This design comes from an exercise in tuning for small area, a short achievable clock period and few clock cycles on the open sky130 flow, not from production work.
Only simulation tests tie the RTL to the original design; equivalence was not proved.

==> inputs of run a <==
==> flow/design.v <==
package scfw_pkg;
   localparam int unsigned ENTRIES_DEF = 64;
   localparam int unsigned SLOT_W      = 6;
   localparam int unsigned SECTOR_W    = 32;
   localparam int unsigned OP_W        = 2;
   localparam logic [OP_W-1:0] OP_READ  = 2'd0;
   localparam logic [OP_W-1:0] OP_WRITE = 2'd1;
   localparam logic [OP_W-1:0] OP_FLUSH = 2'd2;
   typedef enum logic [5:0] {
      ST_IDLE      = 6'b000001,
      ST_SEARCH    = 6'b000010,
      ST_EVICT     = 6'b000100,
      ST_FLUSH_SCAN = 6'b001000,
      ST_FLUSH_RD  = 6'b010000,
      ST_RESP      = 6'b100000
   } state_type;
endpackage
module sector_cache_fifo_writeback
#(
   parameter int unsigned ENTRIES = scfw_pkg::ENTRIES_DEF
) (
   input  logic                clock,
   input  logic                reset,
   input  logic                req_valid,
   output logic                req_stall,
   input  logic [scfw_pkg::OP_W-1:0]     req_operation,
   input  logic [scfw_pkg::SECTOR_W-1:0] req_sector,
   output logic                rsp_valid,
   input  logic                rsp_stall,
   output logic                rsp_hit,
   output logic [scfw_pkg::SLOT_W-1:0]   rsp_slot,
   output logic                rsp_fill,
   output logic                rsp_writeback,
   output logic [scfw_pkg::SECTOR_W-1:0] rsp_writeback_sector,
   output logic                rsp_last
);
   localparam int unsigned IDX_W = $clog2(ENTRIES);
   localparam int unsigned SW    = scfw_pkg::SECTOR_W;
   localparam int unsigned RW    = 3 + IDX_W + SW + 1;  
   logic                  s1_v;
   logic [1:0]            s1_op;
   logic [SW-1:0]         s1_sec;
   logic [SW-1:0]         s1_secn;       
   logic                  s2_v;
   logic                  s2_fl;         
   logic                  s2_w;          
   logic [SW-1:0]         s2_sec;
   logic [ENTRIES-1:0]    s2_eq;         
   logic                  s2_cv;         
   logic                  s2_eqp;        
   logic                  s3_v;
   logic                  s3_fl;
   logic                  s3_w;
   logic [SW-1:0]         s3_sec;
   logic [ENTRIES-1:0]    s3_match;
   logic                  s3_miss;
   logic [IDX_W-1:0]      s3_pv;         
   logic [ENTRIES-1:0]    s3_fillm;      
   logic [SW-1:0]         s3_data;       
   logic                  fl_any;        
   logic                  r_v;           
   logic [IDX_W-1:0]      r_sel;
   logic                  r_last;
   logic                  e_v;           
   logic [IDX_W-1:0]      e_sel;
   logic                  e_last;
   logic [ENTRIES*SW-1:0] tag_ff;
   logic [ENTRIES-1:0]    dirty_ff;
   logic [IDX_W:0]        dcnt_ff;       
   logic [IDX_W-1:0]      p_ff;
   logic [ENTRIES-1:0]    lt_ff;         
   logic                  full_ff;
   logic                  out_v, skid_v;
   logic [RW-1:0]         out_r, skid_r;
   logic                  stall_ff;
   assign req_stall = stall_ff;
   assign rsp_valid = out_v;
   assign {rsp_hit, rsp_slot, rsp_fill, rsp_writeback, rsp_writeback_sector, rsp_last} = out_r;
   logic [ENTRIES-1:0] valid, eq, p_oh;
   logic               pend_v, eq_pend, eq_prev;
   assign pend_v  = s3_v & ~s3_fl;
   assign eq_pend = (s3_sec == s1_sec);
   assign eq_prev = (s2_sec == s1_sec);
   always_comb begin
      for (int i = 0; i < ENTRIES; i++) begin
         valid[i] = full_ff | lt_ff[i];
         p_oh[i] = (p_ff == IDX_W'(i));
         eq[i]   = (pend_v && s3_fillm[i]) ? eq_pend
                                          : (valid[i] && ((i < ENTRIES / 2) ? (tag_ff[i*SW +: SW] == s1_sec)
                                                                            : (tag_ff[i*SW +: SW] == ~s1_secn)));
      end
   end
   logic [ENTRIES-1:0] match;
   logic               corr_v, miss;
   assign corr_v = s2_cv & s3_miss;
   always_comb begin
      for (int i = 0; i < ENTRIES; i++) begin
         match[i] = (s2_cv && s3_fillm[i]) ? s2_eqp : s2_eq[i];
      end
   end
   assign miss = ~((|s2_eq & ~(s2_cv & |(s2_eq & s3_fillm))) | (corr_v & s2_eqp));
   logic [IDX_W-1:0] rd_idx;      
   logic [SW-1:0]    rd_data;
   assign rd_data = tag_ff[rd_idx*SW +: SW];
   logic [ENTRIES-1:0] r_oh;
   logic [IDX_W-1:0]   hit_slot;
   always_comb begin
      hit_slot = '0;
      for (int i = 0; i < ENTRIES; i++) begin
         r_oh[i] = (r_sel == IDX_W'(i));
         if (s3_match[i]) hit_slot = hit_slot | IDX_W'(i);
      end
   end
   logic room, rw_go, zero_go, emit_go, r_go, s3_done, s2_adv, s1_adv, push, wb;
   logic [RW-1:0] res;
   assign room    = ~skid_v;
   assign rw_go   = s3_v & ~s3_fl & room;
   assign zero_go = s3_v &  s3_fl & ~fl_any & room;
   assign emit_go = s3_v &  s3_fl & e_v & room;
   assign r_go    = s3_v &  s3_fl & r_v & (~e_v | room);
   assign s3_done = rw_go | zero_go | (emit_go & e_last);
   assign push    = rw_go | zero_go | emit_go;
   assign s2_adv  = s2_v & (~s3_v | s3_done);
   assign s1_adv  = s1_v & (~s2_v | s2_adv);
   assign wb      = |(dirty_ff & s3_fillm);
   always_comb begin
      if (s3_fl)
         res = {1'b0, (fl_any ? e_sel : IDX_W'(0)), 1'b0, fl_any,
                (fl_any ? s3_data : SW'(0)), (fl_any ? e_last : 1'b1)};
      else
         res = {~s3_miss, (s3_miss ? s3_pv : hit_slot), s3_miss, wb,
                (wb ? s3_data : SW'(0)), 1'b1};
   end
   logic [ENTRIES-1:0] dirty_sv, dirty_in;
   always_comb begin
      for (int i = 0; i < ENTRIES; i++) begin
         if (~s3_fl)
            dirty_sv[i] = s3_fillm[i] ? s3_w : (dirty_ff[i] | (s3_w & s3_match[i]));
         else
            dirty_sv[i] = dirty_ff[i] & ~(r_v & r_oh[i]);
      end
      dirty_in = dirty_ff;
      if (rw_go | r_go) dirty_in = dirty_sv;
   end
   logic old_d, d_inc, d_dec, c0, c1, c2, any_n, one_n;
   logic [IDX_W:0] dcnt_in;
   assign old_d = |(dirty_ff & (s3_fillm | s3_match));
   assign d_inc = rw_go & s3_w & ~old_d;
   assign d_dec = (rw_go & s3_miss & ~s3_w & old_d) | r_go;
   assign c0    = (dcnt_ff == '0);
   assign c1    = (dcnt_ff == (IDX_W+1)'(1));
   assign c2    = (dcnt_ff == (IDX_W+1)'(2));
   assign any_n = d_inc | (~c0 & ~(d_dec & c1));
   assign one_n = (d_inc & c0) | (~d_inc & ~d_dec & c1) | (d_dec & c2);
   always_comb begin
      dcnt_in = dcnt_ff;
      if (d_inc) dcnt_in = dcnt_ff + 1'b1;
      if (d_dec) dcnt_in = dcnt_ff - 1'b1;
   end
   logic [ENTRIES-1:0] fm;
   logic               any_d, any_m, r_ld;
   logic [IDX_W-1:0]   enc_d, enc_m, next_sel;
   assign fm = dirty_sv & ~({ENTRIES{full_ff}} & (lt_ff | ({ENTRIES{~s3_fl}} & s3_fillm)));
   scfw_lsb #(.N(ENTRIES), .W(IDX_W)) u_enc_d (.v(dirty_sv), .any(any_d), .one(), .idx(enc_d));
   scfw_lsb #(.N(ENTRIES), .W(IDX_W)) u_enc_m (.v(fm),       .any(any_m), .one(), .idx(enc_m));
   assign next_sel = any_m ? enc_m : enc_d;
   assign r_ld     = (s2_adv & s2_fl) | (r_go & ~r_last);
   logic s1_v_n, s2_v_n, s3_v_n, s3_fl_n, fl_any_n, e_v_n, e_last_n, skid_v_n, out_v_n, pop;
   logic s3_done_n, r_v_n, r_last_n;
   logic [IDX_W-1:0] r_sel_n, p_n;
   assign pop = out_v & ~rsp_stall;
   always_comb begin
      s1_v_n = s1_v & ~s1_adv;
      if (~stall_ff) s1_v_n = req_valid & (req_operation != 2'd3);
      s2_v_n   = s1_adv | (s2_v & ~s2_adv);
      s3_v_n   = s2_adv | (s3_v & ~s3_done);
      s3_fl_n  = s2_adv ? s2_fl : s3_fl;
      fl_any_n = (s2_adv & s2_fl) ? any_n : fl_any;
      r_v_n    = r_v;
      r_last_n = r_last;
      if (r_go) r_v_n = ~r_last;
      if (r_ld) r_last_n = one_n;
      if (s2_adv & s2_fl) r_v_n = any_n;
      e_v_n    = r_go | (e_v & ~emit_go);
      e_last_n = r_go ? r_last : e_last;
      if (s2_adv) e_v_n = 1'b0;
      out_v_n  = out_v;
      skid_v_n = skid_v;
      if (~out_v | pop) begin
         if (skid_v) begin
            out_v_n  = 1'b1;
            skid_v_n = 1'b0;
         end else begin
            out_v_n  = push;
         end
      end else if (push) begin
         skid_v_n = 1'b1;
      end
      s3_done_n = ~skid_v_n & (~s3_fl_n | ~fl_any_n | (e_v_n & e_last_n));
      r_sel_n   = r_ld ? next_sel : r_sel;
      p_n       = (s2_adv & ~s2_fl & miss) ? p_ff + 1'b1 : p_ff;
   end
   always_ff @(posedge clock) begin
      if (reset) begin
         s1_v     <= 1'b0;
         s2_v     <= 1'b0;
         s3_v     <= 1'b0;
         dirty_ff <= '0;
         dcnt_ff  <= '0;
         p_ff     <= '0;
         lt_ff    <= '0;
         full_ff  <= 1'b0;
         out_v    <= 1'b0;
         skid_v   <= 1'b0;
         stall_ff <= 1'b0;
      end else begin
         s1_v     <= s1_v_n;
         s2_v     <= s2_v_n;
         s3_v     <= s3_v_n;
         dirty_ff <= dirty_in;
         dcnt_ff  <= dcnt_in;
         if (s2_adv && !s2_fl && miss) begin
            p_ff <= p_ff + 1'b1;
            if (p_ff == IDX_W'(ENTRIES - 1)) full_ff <= 1'b1;
         end
         if (s3_v && !s3_fl) begin
            lt_ff <= s3_fillm[ENTRIES-1] ? '0 : (lt_ff | s3_fillm);
         end
         out_v    <= out_v_n;
         skid_v   <= skid_v_n;
         stall_ff <= s1_v_n & s2_v_n & ~(~s3_v_n | s3_done_n);
      end
   end
   always_ff @(posedge clock) begin
      if (~stall_ff) begin
         s1_op  <= req_operation;
         s1_sec  <= req_sector;
         s1_secn <= ~req_sector;
      end
      if (s1_adv) begin
         s2_fl  <= s1_op[1];
         s2_w   <= s1_op[0];
         s2_sec <= s1_sec;
         s2_eq  <= eq;
         s2_cv  <= s2_v & ~s2_fl;
         s2_eqp <= eq_prev;
      end
      if (s2_adv) begin
         s3_fl    <= s2_fl;
         s3_w     <= s2_w;
         s3_sec   <= s2_sec;
         s3_match <= match;
         s3_miss  <= miss;
         s3_pv    <= p_ff;
         s3_fillm <= p_oh & {ENTRIES{miss}};
      end
      if ((s2_adv & ~s2_fl) | r_go) s3_data <= rd_data;
      fl_any <= fl_any_n;
      r_v    <= r_v_n;
      r_last <= r_last_n;
      e_v    <= e_v_n;
      e_last <= e_last_n;
      r_sel  <= r_sel_n;
      rd_idx <= (r_ld & any_n) ? next_sel : ((s3_fl_n & r_v_n) ? r_sel : p_n);
      if (r_go) e_sel <= r_sel;
      if (~out_v | pop) begin
         if (skid_v) out_r <= skid_r;
         else if (push) out_r <= res;
      end else if (push) begin
         skid_r <= res;
      end
   end
   for (genvar g = 0; g < ENTRIES; g++) begin : g_tag
      always_ff @(posedge clock) begin
         if (rw_go && s3_fillm[g]) tag_ff[g*SW +: SW] <= s3_sec;
      end
   end
endmodule
module scfw_lsb
#(
   parameter int unsigned N = 64,
   parameter int unsigned W = 6
) (
   input  logic [N-1:0] v,
   output logic         any,
   output logic         one,
   output logic [W-1:0] idx
);
   logic [2*N-1:0]   a, m;
   logic [2*N*W-1:0] ix;
   always_comb begin
      a  = '0;
      m  = '0;
      ix = '0;
      for (int j = 0; j < N; j++) begin
         a[N+j]           = v[j];
         ix[(N+j)*W +: W] = W'(j);
      end
      for (int n = N - 1; n >= 1; n--) begin
         a[n]          = a[2*n] | a[2*n+1];
         m[n]          = m[2*n] | m[2*n+1] | (a[2*n] & a[2*n+1]);
         ix[n*W +: W]  = a[2*n] ? ix[2*n*W +: W] : ix[(2*n+1)*W +: W];
      end
   end
   assign any = a[1];
   assign one = a[1] & ~m[1];
   assign idx = ix[W +: W];
endmodule
==> flow/run.sh <==
#!/bin/bash
# synth_recipe.tcl (not shown) runs the flow's synth.tcl, then flattens the netlist and writes it again
# the make line also repeats each setting of config.mk as NAME=value (left out here)
make -C /OpenROAD-flow-scripts/flow DESIGN_CONFIG=/design/flow/config.mk WORK_HOME=/design/flow/orfs CLKGATE_MAP_FILE= SYNTH_SCRIPT=/design/flow/synth_recipe.tcl finish
==> flow/config.mk <==
export PLATFORM = sky130hd
export DESIGN_NAME = sector_cache_fifo_writeback
export DESIGN_NICKNAME = sector_cache_fifo_writeback
export VERILOG_FILES = /design/flow/design.v
export SDC_FILE = /design/flow/constraint.sdc
export NUM_CORES = 4
export LEC_CHECK = 0
export CAP_MARGIN = 20
export CORE_MARGIN = 2
export CORE_UTILIZATION = 45
export PLACE_DENSITY = 0.62
export SETUP_SLACK_MARGIN = 2.6
export SLEW_MARGIN = 20
==> flow/constraint.sdc <==
create_clock -name core_clock -period 6.0 [get_ports {clock}]
set_input_delay 1.2000 -clock core_clock [delete_from_list [all_inputs] [get_ports {clock}]]
set_output_delay 1.2000 -clock core_clock [all_outputs]
set_load 0.01 [all_outputs]
==> inputs of run b, as changes to run a <==
--- a/flow/design.v
+++ b/flow/design.v
@@ -40,7 +40,6 @@
    logic                  s1_v;
    logic [1:0]            s1_op;
    logic [SW-1:0]         s1_sec;
-   logic [SW-1:0]         s1_secn;       
    logic                  s2_v;
    logic                  s2_fl;         
    logic                  s2_w;          
@@ -86,8 +85,7 @@
          valid[i] = full_ff | lt_ff[i];
          p_oh[i] = (p_ff == IDX_W'(i));
          eq[i]   = (pend_v && s3_fillm[i]) ? eq_pend
-                                          : (valid[i] && ((i < ENTRIES / 2) ? (tag_ff[i*SW +: SW] == s1_sec)
-                                                                            : (tag_ff[i*SW +: SW] == ~s1_secn)));
+                                          : (valid[i] && (tag_ff[i*SW +: SW] == s1_sec));
       end
    end
    logic [ENTRIES-1:0] match;
@@ -101,7 +99,12 @@
    assign miss = ~((|s2_eq & ~(s2_cv & |(s2_eq & s3_fillm))) | (corr_v & s2_eqp));
    logic [IDX_W-1:0] rd_idx;      
    logic [SW-1:0]    rd_data;
-   assign rd_data = tag_ff[rd_idx*SW +: SW];
+   always_comb begin
+      rd_data = '0;
+      for (int i = 0; i < ENTRIES; i++) begin
+         rd_data = rd_data | (tag_ff[i*SW +: SW] & {SW{rd_idx == IDX_W'(i)}});
+      end
+   end
    logic [ENTRIES-1:0] r_oh;
    logic [IDX_W-1:0]   hit_slot;
    always_comb begin
@@ -234,8 +237,7 @@
    always_ff @(posedge clock) begin
       if (~stall_ff) begin
          s1_op  <= req_operation;
-         s1_sec  <= req_sector;
-         s1_secn <= ~req_sector;
+         s1_sec <= req_sector;
       end
       if (s1_adv) begin
          s2_fl  <= s1_op[1];
@@ -261,7 +263,7 @@
       e_v    <= e_v_n;
       e_last <= e_last_n;
       r_sel  <= r_sel_n;
-      rd_idx <= (r_ld & any_n) ? next_sel : ((s3_fl_n & r_v_n) ? r_sel : p_n);
+      rd_idx <= (s3_fl_n & r_v_n) ? r_sel_n : p_n;
       if (r_go) e_sel <= r_sel;
       if (~out_v | pop) begin
          if (skid_v) out_r <= skid_r;
SETUP_SLACK_MARGIN = 2.5   (was 2.6)
==> notes.md <==
In run b the synthesized cell count is higher than in run a, by about 5.6%.
Run b stopped in 5_1_grt. Run a produced a clean layout.
In run b the synthesized area is lower than in run a, by about 4.6%.
Testbench counts of run a, summed over its fixed seeds: cycles 5,256.
Testbench counts of run b, summed over its fixed seeds: cycles 5,256.


==> inputs of lagoon <==
sector_cache_fifo_writeback, a different RTL version from the one above (not shown whole).
## sector_cache_fifo_writeback
module sector_cache_fifo_writeback
#(
   parameter int unsigned ENTRIES = scfw_pkg::ENTRIES_DEF
) (
   input  logic                clock,
   input  logic                reset,
   input  logic                req_valid,
   output logic                req_stall,
   input  logic [scfw_pkg::OP_W-1:0]     req_operation,
   input  logic [scfw_pkg::SECTOR_W-1:0] req_sector,
   output logic                rsp_valid,
   input  logic                rsp_stall,
   output logic                rsp_hit,
   output logic [scfw_pkg::SLOT_W-1:0]   rsp_slot,
   output logic                rsp_fill,
   output logic                rsp_writeback,
   output logic [scfw_pkg::SECTOR_W-1:0] rsp_writeback_sector,
   output logic                rsp_last
);
   localparam int unsigned IDX_W = $clog2(ENTRIES);
   localparam int unsigned SW    = scfw_pkg::SECTOR_W;
   localparam int unsigned RW    = 3 + IDX_W + SW + 1;  
   logic                  s1_v;
   logic [1:0]            s1_op;
   logic [SW-1:0]         s1_sec;
   logic                  s2_v;
   logic                  s2_fl;         
   logic                  s2_w;          
   logic [SW-1:0]         s2_sec;
   logic [ENTRIES-1:0]    s2_eq;         
   logic                  s2_cv;         
   logic                  s2_eqp;        
   logic                  s3_v;
   logic                  s3_fl;
   logic                  s3_w;
   logic [SW-1:0]         s3_sec;
   logic [ENTRIES-1:0]    s3_match;
   logic                  s3_miss;
   logic [IDX_W-1:0]      s3_pv;         
   logic [ENTRIES-1:0]    s3_fillm;      
   logic [SW-1:0]         s3_data;       
   logic                  fl_any;        
   logic                  r_v;           
   logic [IDX_W-1:0]      r_sel;
   logic                  r_last;
   logic                  e_v;           
   logic [IDX_W-1:0]      e_sel;
   logic                  e_last;
   logic [ENTRIES*SW-1:0] tag_ff;
   logic [ENTRIES-1:0]    dirty_ff;
  ...
Settings: LEC_CHECK=0, CAP_MARGIN=20, CORE_MARGIN=2, CORE_UTILIZATION=45, PLACE_DENSITY=0.62, SETUP_SLACK_MARGIN=3.2, SLEW_MARGIN=20; clock period 6.0 ns.
run.sh (not shown) runs the stock make flow with config.mk's settings and CLKGATE_MAP_FILE= SYNTH_SCRIPT=/design/flow/synth_recipe.tcl, a recipe that flattens the netlist after the stock synthesis.
==> violet: changes against lagoon <==
--- a/flow/design.v
+++ b/flow/design.v
@@ -96,13 +96,18 @@
          match[i] = (s2_cv && s3_fillm[i]) ? s2_eqp : s2_eq[i];
       end
    end
    assign miss = ~((|s2_eq & ~(s2_cv & |(s2_eq & s3_fillm))) | (corr_v & s2_eqp));
    logic [IDX_W-1:0] rd_idx;      
    logic [SW-1:0]    rd_data;
-   assign rd_data = tag_ff[rd_idx*SW +: SW];
+   always_comb begin
+      rd_data = '0;
+      for (int i = 0; i < ENTRIES; i++) begin
+         rd_data = rd_data | (tag_ff[i*SW +: SW] & {SW{rd_idx == IDX_W'(i)}});
+      end
+   end
    logic [ENTRIES-1:0] r_oh;
    logic [IDX_W-1:0]   hit_slot;
    always_comb begin
       hit_slot = '0;
       for (int i = 0; i < ENTRIES; i++) begin
          r_oh[i] = (r_sel == IDX_W'(i));
@@ -155,13 +160,13 @@
       if (d_inc) dcnt_in = dcnt_ff + 1'b1;
       if (d_dec) dcnt_in = dcnt_ff - 1'b1;
    end
    logic [ENTRIES-1:0] fm;
    logic               any_d, any_m, r_ld;
    logic [IDX_W-1:0]   enc_d, enc_m, next_sel;
-   assign fm = dirty_sv & ~(lt_ff & {ENTRIES{full_ff}});
+   assign fm = dirty_sv & ~({ENTRIES{full_ff}} & (lt_ff | ({ENTRIES{~s3_fl}} & s3_fillm)));
    scfw_lsb #(.N(ENTRIES), .W(IDX_W)) u_enc_d (.v(dirty_sv), .any(any_d), .one(), .idx(enc_d));
    scfw_lsb #(.N(ENTRIES), .W(IDX_W)) u_enc_m (.v(fm),       .any(any_m), .one(), .idx(enc_m));
    assign next_sel = any_m ? enc_m : enc_d;
    assign r_ld     = (s2_adv & s2_fl) | (r_go & ~r_last);
    logic s1_v_n, s2_v_n, s3_v_n, s3_fl_n, fl_any_n, e_v_n, e_last_n, skid_v_n, out_v_n, pop;
    logic s3_done_n, r_v_n, r_last_n;
@@ -215,18 +220,17 @@
          s1_v     <= s1_v_n;
          s2_v     <= s2_v_n;
          s3_v     <= s3_v_n;
          dirty_ff <= dirty_in;
          dcnt_ff  <= dcnt_in;
          if (s2_adv && !s2_fl && miss) begin
-            p_ff  <= p_ff + 1'b1;
-            lt_ff <= lt_ff | p_oh;
-            if (p_ff == IDX_W'(ENTRIES - 1)) begin
-               full_ff <= 1'b1;
-               lt_ff   <= '0;
-            end
+            p_ff <= p_ff + 1'b1;
+            if (p_ff == IDX_W'(ENTRIES - 1)) full_ff <= 1'b1;
+         end
+         if (s3_v && !s3_fl) begin
+            lt_ff <= s3_fillm[ENTRIES-1] ? '0 : (lt_ff | s3_fillm);
          end
          out_v    <= out_v_n;
          skid_v   <= skid_v_n;
          stall_ff <= s1_v_n & s2_v_n & ~(~s3_v_n | s3_done_n);
       end
    end
--- a/flow/config.mk
+++ b/flow/config.mk
@@ -5,9 +5,11 @@
 export SDC_FILE = /design/flow/constraint.sdc
 export NUM_CORES = 4
 export LEC_CHECK = 0
 export CAP_MARGIN = 20
 export CORE_MARGIN = 2
 export CORE_UTILIZATION = 45
+export CTS_CLUSTER_DIAMETER = 100
+export CTS_CLUSTER_SIZE = 40
 export PLACE_DENSITY = 0.62
-export SETUP_SLACK_MARGIN = 3.2
+export SETUP_SLACK_MARGIN = 2.2
 export SLEW_MARGIN = 20
==> notes.md <==
quantity                                                                                          violet                   lagoon
Floorplan die width                                                                               531 um                   541 um
Total number of H-tree levels                                                                          4                        5
Instance area at placement                                                                     0.136 mm2                0.137 mm2
Weighted congestion at the end of routability-driven global placement                               1.47                     1.07
Proportion of netlist area held by the largest area contributor                                    59.4%                    57.2%
Die height                                                                                        531 um                   541 um
Worst slack at placement                                                                          952 ps                  1190 ps
Register area share after synthesis                                                                62.0%                    59.7%
Adder-Cell Fraction of Synth Area                                                                0.0800%                  0.0867%
Basic-gate share of the synthesized area counting and, or, nand and nor cells                      8.81%                    6.81%
Complex-gate fraction of the synthesized area                                                      11.3%                    4.45%
Post-Synthesis Net Count                                                                           9,366                    8,700
Total instance count after detailed placement                                                      13.2k                    12.3k
Avg Synthesized Cell Area                                                                       13.4 um2                 15.0 um2
Fraction of synthesized area in multiplexers                                                       1.00%                    12.6%
Synth Area in XOR/XNOR                                                                             14.8%                    14.3%
Starting utilization of the core area                                                              45.3%                    45.2%
Post-CTS Setup Bufs                                                                                   70                      412
Clock buffer count from CTS                                                                          134                      297
Run status                                                                     aborted with a tool error  complete, no violations
Last stage reached                                                              global routing (5_1_grt)                        -
Site row count                                                                                       193                      197
Count of unique library cells instantiated by Yosys                                                   88                      106
Half-perimeter wire length after placement                                                    780,000 um               436,000 um
Total of cells resized after clock tree synthesis                                                    190                    1,046
Post-synthesis instance area                                                                   0.125 mm2                0.130 mm2
Gate count after technology mapping                                                                9,320                    8,653
Testbench counts of lagoon, summed over its fixed seeds: cycles 5,256.
Testbench counts of violet, summed over its fixed seeds: cycles 5,256.

## separate check: timing with driven ports
Ports are ideal in the flow. The routed layouts listed here were re-timed in OpenROAD.
Step 1, drivers: a clkbuf_16 drives clock and a buf_2 each remaining input, both assumed.
Step 2 adds t to the input delays and takes it off the output delays; t is the mean of the earliest and latest rising clock arrival at the registers after step 1. Input paths then give back, and output paths get back, about the clock's delay inside the block.
a / b / c = ideal / step 1 / step 2; a / b = the first two.
| run | t, ns | setup slack, ns | worst register clock-pin slew, ns | worst data-port slew with drivers (ns) | cell pins on the clock port's net |
|---|---|---|---|---|---|
| run a | 1.038 | 2.241 / 2.241 / 2.241 | 0.07 / 0.07 | 0.07 | 1 |
| lagoon | 1.030 | 2.377 / 2.377 / 2.377 | 0.07 / 0.07 | 0.11 | 1 |
After both steps every run listed still meets setup and hold.
